Background: an optimization exercise with open tools, aiming at small area. Do not read the settings as production practice. Only simulation tests tie the RTL to the original design; equivalence was not proved. Power is estimated from default activity; no workload was simulated.

## aligner_tmr
module aligner_tmr #(
        parameter int unsigned INCREMENT       = 3,
        parameter int unsigned DECREMENT       = 1,
        parameter int unsigned BREAK_THRESHOLD = 9,
        parameter int unsigned COUNT_W         = 5
) (
        input  logic        clk,
        input  logic        rst_n_i,
        input  logic [2:0]  fetch_valid_i,
        input  logic [95:0] fetch_rdata_i,
        input  logic [2:0]  if_valid_i,
        input  logic [2:0]  branch_i,
        input  logic [95:0] branch_addr_i,
        input  logic [2:0]  set_broken_i,
        output logic        ready_o,
        output logic        instr_valid_o,
        output logic [31:0] instr_o,
        output logic [31:0] pc_o,
        output logic [2:0]  is_broken_o,
        output logic        err_detected_o,
        output logic        err_corrected_o
);
        localparam int unsigned W = 66;
        logic [3*W-1:0] rep_out;
        logic [2:0]     block_err;
        for (genvar g = 0; g < 3; g++) begin : g_replica
                fetch_aligner i_aligner (
                        .clk           (clk),
                        .rst_n_i       (rst_n_i),
                        .fetch_valid_i (fetch_valid_i[g]),
                        .fetch_rdata_i (fetch_rdata_i[g*32 +: 32]),
                        .if_valid_i    (if_valid_i[g]),
                        .branch_i      (branch_i[g]),
                        .branch_addr_i (branch_addr_i[g*32 +: 32]),
                        .ready_o       (rep_out[g*W + 65]),
                        .instr_valid_o (rep_out[g*W + 64]),
                        .instr_o       (rep_out[g*W + 32 +: 32]),
                        .pc_o          (rep_out[g*W +: 32])
                );
                breakage_monitor #(
                        .INCREMENT       (INCREMENT),
                        .DECREMENT       (DECREMENT),
                        .BREAK_THRESHOLD (BREAK_THRESHOLD),
                        .COUNT_W         (COUNT_W)
                ) i_monitor (
                        .clk            (clk),
                        .rst_n_i        (rst_n_i),
                        .err_detected_i (block_err[g]),
                        .set_broken_i   (set_broken_i[g]),
  ...
Size: roughly 1700 cells after synthesis, about 280 I/O pins.
==> flow/config.mk <==
export PLATFORM = sky130hd
export DESIGN_NAME = aligner_tmr
export DESIGN_NICKNAME = aligner_tmr
export VERILOG_FILES = /design/flow/design.v
export SDC_FILE = /design/flow/constraint.sdc
export NUM_CORES = 4
export LEC_CHECK = 0
export CAP_MARGIN = 20
export CORE_MARGIN = 2
export CORE_UTILIZATION = 40
export SETUP_SLACK_MARGIN = 0.1
export SLEW_MARGIN = 20
==> flow/constraint.sdc <==
create_clock -name core_clock -period 8.0 [get_ports {clk}]
set_input_delay 1.6000 -clock core_clock [delete_from_list [all_inputs] [get_ports {clk}]]
set_output_delay 1.6000 -clock core_clock [all_outputs]
set_load 0.01 [all_outputs]
standard.sh (not shown) runs the stock make flow with config.mk's settings and CLKGATE_MAP_FILE= SYNTH_SCRIPT=/design/flow/synth_recipe.tcl, a recipe that flattens the netlist after the stock synthesis.
==> flow/flow/run.sh <==
#!/bin/bash
set -euo pipefail
HERE=$(pwd)
R=$HERE/orfs/results/sky130hd/aligner_tmr/base
YOSYS=$(command -v yosys || echo /OpenROAD-flow-scripts/tools/install/yosys/bin/yosys)
YABC=$(command -v yosys-abc || echo /OpenROAD-flow-scripts/tools/install/yosys/bin/yosys-abc)
export BUFFER_PORTS_ARGS="-buffer_cell sky130_fd_sc_hd__buf_1"
export CTS_ARGS="-sink_clustering_enable -repair_clock_nets -buf_list sky130_fd_sc_hd__clkbuf_8 -root_buf sky130_fd_sc_hd__clkbuf_8 -dont_use_dummy_load"

bash standard.sh synth > synth.log 2>&1

# Alternative synthesis
export REOPT_SCRIPT=$HERE/flow/area.abc
cat flow/abc_override.tcl synth_recipe.tcl > alt_synth.tcl
sed -e "s#WORK_HOME=[^ ]*#WORK_HOME=$HERE/alt#" \
    -e "s#SYNTH_SCRIPT=[^ ]*#SYNTH_SCRIPT=$HERE/alt_synth.tcl SYNTH_HIERARCHICAL=1#" \
    -e '/^if \[\[/,$d' standard.sh > alt_synth.sh
ALT=$HERE/alt/results/sky130hd/aligner_tmr/base/1_2_yosys.v
ok=0
if bash alt_synth.sh synth > alt_synth.log 2>&1 && [[ -f $ALT ]]; then
  ffl() { grep -E '^\s*sky130_fd_sc_hd__(e?df|dl|sdf|sedf)[a-z0-9_]* ' "$1" | awk '{t=$1; sub(/_[0-9]+$/,"",t); print $2, t}' | sort; }
  ffl $R/1_2_yosys.v > ff_std.txt
  ffl $ALT > ff_alt.txt
  export REOPT_LIB=$FLOW_HOME/platforms/sky130hd/lib/sky130_fd_sc_hd__tt_025C_1v80.lib
  export REOPT_IN=$R/1_2_yosys.v REOPT_OUT=$ALT
  export REOPT_FFMODELS=$HERE/flow/ffmodels.v REOPT_WORK=$HERE
  if [[ -s ff_std.txt ]] && cmp -s ff_std.txt ff_alt.txt \
     && $YOSYS -c flow/equiv.tcl > equiv.log 2>&1 \
     && $YABC -c "cec gold.blif gate.blif" > cec.log 2>&1 \
     && grep -q "Networks are equivalent" cec.log; then
    ok=1
  fi
fi
if [[ $ok == 1 ]]; then
  cp $R/1_2_yosys.v $R/1_2_yosys.std.v
  cp $ALT $R/1_2_yosys.v
  echo "alternative synthesis used" > choice.log
  bash standard.sh do-1_synth > synth_odb.log 2>&1
else
  echo "standard synthesis used" > choice.log
fi

bash standard.sh finish > layout.log 2>&1
==> flow/flow/area.abc <==
strash
ifraig
dc2
dch -f
amap -m -A 10 -F 3
topo
Other scripts of this flow, unchanged in this note and not shown: flow/flow/abc_override.tcl, flow/flow/equiv.tcl, flow/flow/ffmodels.v
==> next run, changes <==
--- a/flow/config.mk
+++ b/flow/config.mk
@@ -8,5 +8,6 @@
 export CAP_MARGIN = 20
 export CORE_MARGIN = 2
-export CORE_UTILIZATION = 40
+export CORE_UTILIZATION = 55
+export GPL_TIMING_DRIVEN = 0
 export SETUP_SLACK_MARGIN = 0.1
 export SLEW_MARGIN = 20
The changed run ran to the end with no violations.
Worst setup slack got worse by 0.47 ns.
Global-route usage came out higher by 8.1 points.
Synthesized cell count is unchanged.
Worst hold slack got worse by 0.031 ns.
==> next run, changes <==
==> flow/flow/area.abc (replaced) <==
strash
ifraig
dc2
dch -f
amap -m -A 20 -F 5 -C 1000
topo
--- a/flow/config.mk
+++ b/flow/config.mk
@@ -8,6 +8,5 @@
 export CAP_MARGIN = 20
 export CORE_MARGIN = 2
-export CORE_UTILIZATION = 55
-export GPL_TIMING_DRIVEN = 0
+export CORE_UTILIZATION = 40
 export SETUP_SLACK_MARGIN = 0.1
 export SLEW_MARGIN = 20
After rerunning: Combinational power is higher by about 5%. Cell area is higher by 0.56%. Power is higher by 1.6%. Wire length is higher by about 16%. Die area is higher by 36%. Worst setup slack improved by 0.50 ns. Worst hold slack improved by 0.026 ns. Final cell count is higher by 4.3%. Core utilization is lower by 17 points.

---

Another version of the RTL of aligner_tmr (not shown whole).
Size in the first run: roughly 1800 cells after synthesis, roughly 280 I/O pins, roughly 12000 um^2 of cells after synthesis.
Design aligner_tmr, start of the top module:
module aligner_tmr #(
        parameter int unsigned INCREMENT       = 3,
        parameter int unsigned DECREMENT       = 1,
        parameter int unsigned BREAK_THRESHOLD = 9,
        parameter int unsigned COUNT_W         = 5
) (
        input  logic        clk,
        input  logic        rst_n_i,
        input  logic [2:0]  fetch_valid_i,
        input  logic [95:0] fetch_rdata_i,
        input  logic [2:0]  if_valid_i,
        input  logic [2:0]  branch_i,
        input  logic [95:0] branch_addr_i,
        input  logic [2:0]  set_broken_i,
        output logic        ready_o,
        output logic        instr_valid_o,
        output logic [31:0] instr_o,
        output logic [31:0] pc_o,
        output logic [2:0]  is_broken_o,
        output logic        err_detected_o,
        output logic        err_corrected_o
);
==> flow/config.mk <==
export PLATFORM = sky130hd
export DESIGN_NAME = aligner_tmr
export DESIGN_NICKNAME = aligner_tmr
export VERILOG_FILES = /design/flow/design.v
export SDC_FILE = /design/flow/constraint.sdc
export NUM_CORES = 4
export LEC_CHECK = 0
export CAP_MARGIN = 20
export CORE_MARGIN = 2
export CORE_UTILIZATION = 70
export SETUP_SLACK_MARGIN = 0.1
export SLEW_MARGIN = 20
==> flow/constraint.sdc <==
create_clock -name core_clock -period 8.0 [get_ports {clk}]
set_input_delay 1.6000 -clock core_clock [delete_from_list [all_inputs] [get_ports {clk}]]
set_output_delay 1.6000 -clock core_clock [all_outputs]
set_load 0.01 [all_outputs]
==> flow/flow/run.sh <==
#!/bin/bash
set -euo pipefail
HERE=$(pwd)
R=$HERE/orfs/results/sky130hd/aligner_tmr/base
YOSYS=$(command -v yosys || echo /OpenROAD-flow-scripts/tools/install/yosys/bin/yosys)
YABC=$(command -v yosys-abc || echo /OpenROAD-flow-scripts/tools/install/yosys/bin/yosys-abc)
export BUFFER_PORTS_ARGS="-buffer_cell sky130_fd_sc_hd__buf_1"
export CTS_ARGS="-sink_clustering_enable -repair_clock_nets -buf_list sky130_fd_sc_hd__clkbuf_8 -root_buf sky130_fd_sc_hd__clkbuf_8"

bash standard.sh synth > synth.log 2>&1

# Alternative synthesis
export REOPT_SCRIPT=$HERE/flow/area.abc
export REOPT_SCRIPT_TIMED=$HERE/flow/timed.abc
cat flow/abc_override.tcl synth_recipe.tcl > alt_synth.tcl
sed -e "s#WORK_HOME=[^ ]*#WORK_HOME=$HERE/alt#" \
    -e "s#SYNTH_SCRIPT=[^ ]*#SYNTH_SCRIPT=$HERE/alt_synth.tcl SYNTH_HIERARCHICAL=1#" \
    -e '/^if \[\[/,$d' standard.sh > alt_synth.sh
ALT=$HERE/alt/results/sky130hd/aligner_tmr/base/1_2_yosys.v
ok=0
if bash alt_synth.sh synth > alt_synth.log 2>&1 && [[ -f $ALT ]]; then
  ffl() { grep -E '^\s*sky130_fd_sc_hd__(e?df|dl|sdf|sedf)[a-z0-9_]* ' "$1" | awk '{t=$1; sub(/_[0-9]+$/,"",t); print $2, t}' | sort; }
  ffl $R/1_2_yosys.v > ff_std.txt
  ffl $ALT > ff_alt.txt
  export REOPT_LIB=$FLOW_HOME/platforms/sky130hd/lib/sky130_fd_sc_hd__tt_025C_1v80.lib
  export REOPT_IN=$R/1_2_yosys.v REOPT_OUT=$ALT
  export REOPT_FFMODELS=$HERE/flow/ffmodels.v REOPT_WORK=$HERE
  if [[ -s ff_std.txt ]] && cmp -s ff_std.txt ff_alt.txt \
     && $YOSYS -c flow/equiv.tcl > equiv.log 2>&1 \
     && $YABC -c "cec gold.blif gate.blif" > cec.log 2>&1 \
     && grep -q "Networks are equivalent" cec.log; then
    ok=1
  fi
fi
if [[ $ok == 1 ]]; then
  cp $R/1_2_yosys.v $R/1_2_yosys.std.v
  cp $ALT $R/1_2_yosys.v
  echo "alternative synthesis used" > choice.log
  bash standard.sh do-1_synth > synth_odb.log 2>&1
else
  echo "standard synthesis used" > choice.log
fi

bash standard.sh finish > layout.log 2>&1
==> flow/flow/abc_override.tcl <==
# Map the combinational logic with our own ABC scripts instead of the flow's:
# REOPT_SCRIPT_TIMED (delay-bounded) for the aligner copies, whose PC carry
# chain sits on the longest path, and REOPT_SCRIPT (area) for the rest.
# Adders are left to ABC too; everything else is as standard.
proc abc {args} {
  set i [lsearch -exact $args -script]
  if {$i >= 0} {
    set args [lreplace $args $i [expr {$i + 1}]]
  }
  yosys abc {*}$args -script $::env(REOPT_SCRIPT_TIMED) *fetch_aligner*
  yosys abc {*}$args -script $::env(REOPT_SCRIPT) *fetch_aligner* %n
}
proc extract_fa {args} {}
==> flow/flow/area.abc <==
strash
dc2
dch -f
amap -m -A 10 -F 3
topo
==> flow/flow/timed.abc <==
strash
dc2
dch -f
map -D 4000
topo
Other scripts of this flow, unchanged in this note and not shown: flow/flow/equiv.tcl, flow/flow/ffmodels.v
The starting point finished clean.
Edit:
--- a/flow/flow/run.sh
+++ b/flow/flow/run.sh
@@ -6,5 +6,5 @@
 YABC=$(command -v yosys-abc || echo /OpenROAD-flow-scripts/tools/install/yosys/bin/yosys-abc)
 export BUFFER_PORTS_ARGS="-buffer_cell sky130_fd_sc_hd__buf_1"
-export CTS_ARGS="-sink_clustering_enable -repair_clock_nets -buf_list sky130_fd_sc_hd__clkbuf_8 -root_buf sky130_fd_sc_hd__clkbuf_8"
+export CTS_ARGS="-sink_clustering_enable -repair_clock_nets -buf_list sky130_fd_sc_hd__clkbuf_8 -root_buf sky130_fd_sc_hd__clkbuf_8 -dont_use_dummy_load"
 
 bash standard.sh synth > synth.log 2>&1
==> flow/flow/abc_override.tcl (replaced) <==
proc abc {args} {
  set i [lsearch -exact $args -script]
  if {$i >= 0} {
    set args [lreplace $args $i [expr {$i + 1}]]
  }
  yosys abc {*}$args -script $::env(REOPT_SCRIPT_TIMED) *fetch_aligner*
  yosys abc {*}$args -script $::env(REOPT_SCRIPT) *fetch_aligner* %n
}
proc extract_fa {args} {}
==> flow/flow/area.abc (replaced) <==
strash
ifraig
dc2
dch -f
amap -m -A 10 -F 3
topo
==> flow/flow/timed.abc (replaced) <==
strash
ifraig
dc2
dch -f
amap -m -A 10 -F 3
topo
--- a/flow/config.mk
+++ b/flow/config.mk
@@ -8,5 +8,5 @@
 export CAP_MARGIN = 20
 export CORE_MARGIN = 2
-export CORE_UTILIZATION = 70
+export CORE_UTILIZATION = 55
 export SETUP_SLACK_MARGIN = 0.1
 export SLEW_MARGIN = 20
The new run ran to the end with no violations.
Routed wire length barely changes.
Hold slack gains 18 ps.
Clock power came out lower by 20%.
Area after synthesis went down by 2.0%.
Power went down by 8.7%.
Setup slack is worse by 27 ps.
Final area falls by 1.3%.
Cell count grows by 2.5%.
Utilization is lower by 18 points.
Global-route usage shrinks by 9.0 points.
Synthesized cell count is unchanged.
Edit:
--- a/flow/flow/run.sh
+++ b/flow/flow/run.sh
@@ -6,5 +6,5 @@
 YABC=$(command -v yosys-abc || echo /OpenROAD-flow-scripts/tools/install/yosys/bin/yosys-abc)
 export BUFFER_PORTS_ARGS="-buffer_cell sky130_fd_sc_hd__buf_1"
-export CTS_ARGS="-sink_clustering_enable -repair_clock_nets -buf_list sky130_fd_sc_hd__clkbuf_8 -root_buf sky130_fd_sc_hd__clkbuf_8 -dont_use_dummy_load"
+export CTS_ARGS="-sink_clustering_enable -repair_clock_nets -buf_list sky130_fd_sc_hd__clkbuf_8 -root_buf sky130_fd_sc_hd__clkbuf_8"
 
 bash standard.sh synth > synth.log 2>&1
@@ -12,5 +12,4 @@
 # Alternative synthesis
 export REOPT_SCRIPT=$HERE/flow/area.abc
-export REOPT_SCRIPT_TIMED=$HERE/flow/timed.abc
 cat flow/abc_override.tcl synth_recipe.tcl > alt_synth.tcl
 sed -e "s#WORK_HOME=[^ ]*#WORK_HOME=$HERE/alt#" \
==> flow/flow/abc_override.tcl (replaced) <==
# Map the combinational logic with the script REOPT_SCRIPT instead of the
# flow's own, and leave adders to it too; everything else is as standard.
proc abc {args} {
  set i [lsearch -exact $args -script]
  if {$i >= 0} {
    set args [lreplace $args $i [expr {$i + 1}] -script $::env(REOPT_SCRIPT)]
  }
  yosys abc {*}$args
}
proc extract_fa {args} {}
==> flow/flow/area.abc (replaced) <==
strash
dc2
dch -f
map -D 4000
topo
--- a/flow/config.mk
+++ b/flow/config.mk
@@ -8,5 +8,5 @@
 export CAP_MARGIN = 20
 export CORE_MARGIN = 2
-export CORE_UTILIZATION = 55
+export CORE_UTILIZATION = 70
 export SETUP_SLACK_MARGIN = 0.1
 export SLEW_MARGIN = 20
removed: flow/flow/timed.abc
- The changed run ran to the end with no violations
- critical path depth goes down by 2
- worst setup slack loses 420 ps
- wire length goes down slightly
- total power goes up by roughly a tenth
- combinational power goes up by about a fifth
- sequential power is about the same
- non-clock buffer count goes down by 16
- synthesized cell count goes down by a few percent

---

Another version of the RTL of aligner_tmr (not shown whole).
Size in the first run: ~0.012 sq mm of cells after synthesis.
Settings: LEC_CHECK=0, CAP_MARGIN=20, CORE_MARGIN=2, CORE_UTILIZATION=55, GPL_TIMING_DRIVEN=0, SETUP_SLACK_MARGIN=0.1, SLEW_MARGIN=20; clock period 8.0 ns.
==> flow/flow/run.sh <==
#!/bin/bash
set -euo pipefail
HERE=$(pwd)
R=$HERE/orfs/results/sky130hd/aligner_tmr/base
YOSYS=$(command -v yosys || echo /OpenROAD-flow-scripts/tools/install/yosys/bin/yosys)
YABC=$(command -v yosys-abc || echo /OpenROAD-flow-scripts/tools/install/yosys/bin/yosys-abc)
export BUFFER_PORTS_ARGS="-buffer_cell sky130_fd_sc_hd__buf_1"
export CTS_ARGS="-sink_clustering_enable -repair_clock_nets -buf_list sky130_fd_sc_hd__clkbuf_8 -root_buf sky130_fd_sc_hd__clkbuf_8 -dont_use_dummy_load"

bash standard.sh synth > synth.log 2>&1

# Alternative synthesis
export REOPT_SCRIPT=$HERE/flow/area.abc
export REOPT_SCRIPT_TIMED=$HERE/flow/timed.abc
cat flow/abc_override.tcl synth_recipe.tcl > alt_synth.tcl
sed -e "s#WORK_HOME=[^ ]*#WORK_HOME=$HERE/alt#" \
    -e "s#SYNTH_SCRIPT=[^ ]*#SYNTH_SCRIPT=$HERE/alt_synth.tcl SYNTH_HIERARCHICAL=1#" \
    -e '/^if \[\[/,$d' standard.sh > alt_synth.sh
ALT=$HERE/alt/results/sky130hd/aligner_tmr/base/1_2_yosys.v
ok=0
if bash alt_synth.sh synth > alt_synth.log 2>&1 && [[ -f $ALT ]]; then
  ffl() { grep -E '^\s*sky130_fd_sc_hd__(e?df|dl|sdf|sedf)[a-z0-9_]* ' "$1" | awk '{t=$1; sub(/_[0-9]+$/,"",t); print $2, t}' | sort; }
  ffl $R/1_2_yosys.v > ff_std.txt
  ffl $ALT > ff_alt.txt
  export REOPT_LIB=$FLOW_HOME/platforms/sky130hd/lib/sky130_fd_sc_hd__tt_025C_1v80.lib
  export REOPT_IN=$R/1_2_yosys.v REOPT_OUT=$ALT
  export REOPT_FFMODELS=$HERE/flow/ffmodels.v REOPT_WORK=$HERE
  if [[ -s ff_std.txt ]] && cmp -s ff_std.txt ff_alt.txt \
     && $YOSYS -c flow/equiv.tcl > equiv.log 2>&1 \
     && $YABC -c "cec gold.blif gate.blif" > cec.log 2>&1 \
     && grep -q "Networks are equivalent" cec.log; then
    ok=1
  fi
fi
if [[ $ok == 1 ]]; then
  cp $R/1_2_yosys.v $R/1_2_yosys.std.v
  cp $ALT $R/1_2_yosys.v
  echo "alternative synthesis used" > choice.log
  bash standard.sh do-1_synth > synth_odb.log 2>&1
else
  echo "standard synthesis used" > choice.log
fi

bash standard.sh finish > layout.log 2>&1
Other scripts of this flow, unchanged in this note and not shown: flow/flow/abc_override.tcl, flow/flow/area.abc, flow/flow/equiv.tcl, flow/flow/ffmodels.v, flow/flow/timed.abc
Change:
Settings changed: GPL_TIMING_DRIVEN 0 to not set.
Outcome: Critical path depth is lower by 1; setup slack is better by 0.087 ns; via count is higher slightly; core utilization hardly moves.

-- re-timing with driven ports --
No port has a modelled driver above. Below, the same layouts with a new extraction and two added sets of constraints. Step 1 assumes that a clkbuf_16 drives the clock port and a buf_2 every other input. Step 2 adds t to the input delays and takes it off the output delays; t is the mean of the earliest and latest rising clock arrival at the registers after step 1. Input paths then give back, and output paths get back, about the clock's delay inside the block. Three values: no drivers, after step 1, after step 2; two values: the first two.
run	t (ns)	setup WS [ns]	worst register clock-pin slew, ns
the first run of note 1	0.516	0.895 / 0.863 / 0.863	0.09 / 0.09
the second run of note 1	0.510	0.428 / 0.404 / 0.404	0.10 / 0.10
the third run of note 1	0.502	0.926 / 0.904 / 0.662	0.09 / 0.09
the first run of note 2	0.536	0.825 / 0.779 / 0.649	0.10 / 0.10
the second run of note 2	0.516	0.797 / 0.749 / 0.856	0.11 / 0.11
the third run of note 2	0.522	0.379 / 0.336 / 0.243	0.11 / 0.11
the first run of note 3	0.508	0.574 / 0.550 / 0.550	0.10 / 0.10
the second run of note 3	0.511	0.661 / 0.625 / 0.625	0.10 / 0.10
After both steps every run listed still meets setup and hold. The setup slack of the third run of note 1, which loses most, moves by -0.022 ns with the drivers and by -0.264 ns with both steps.
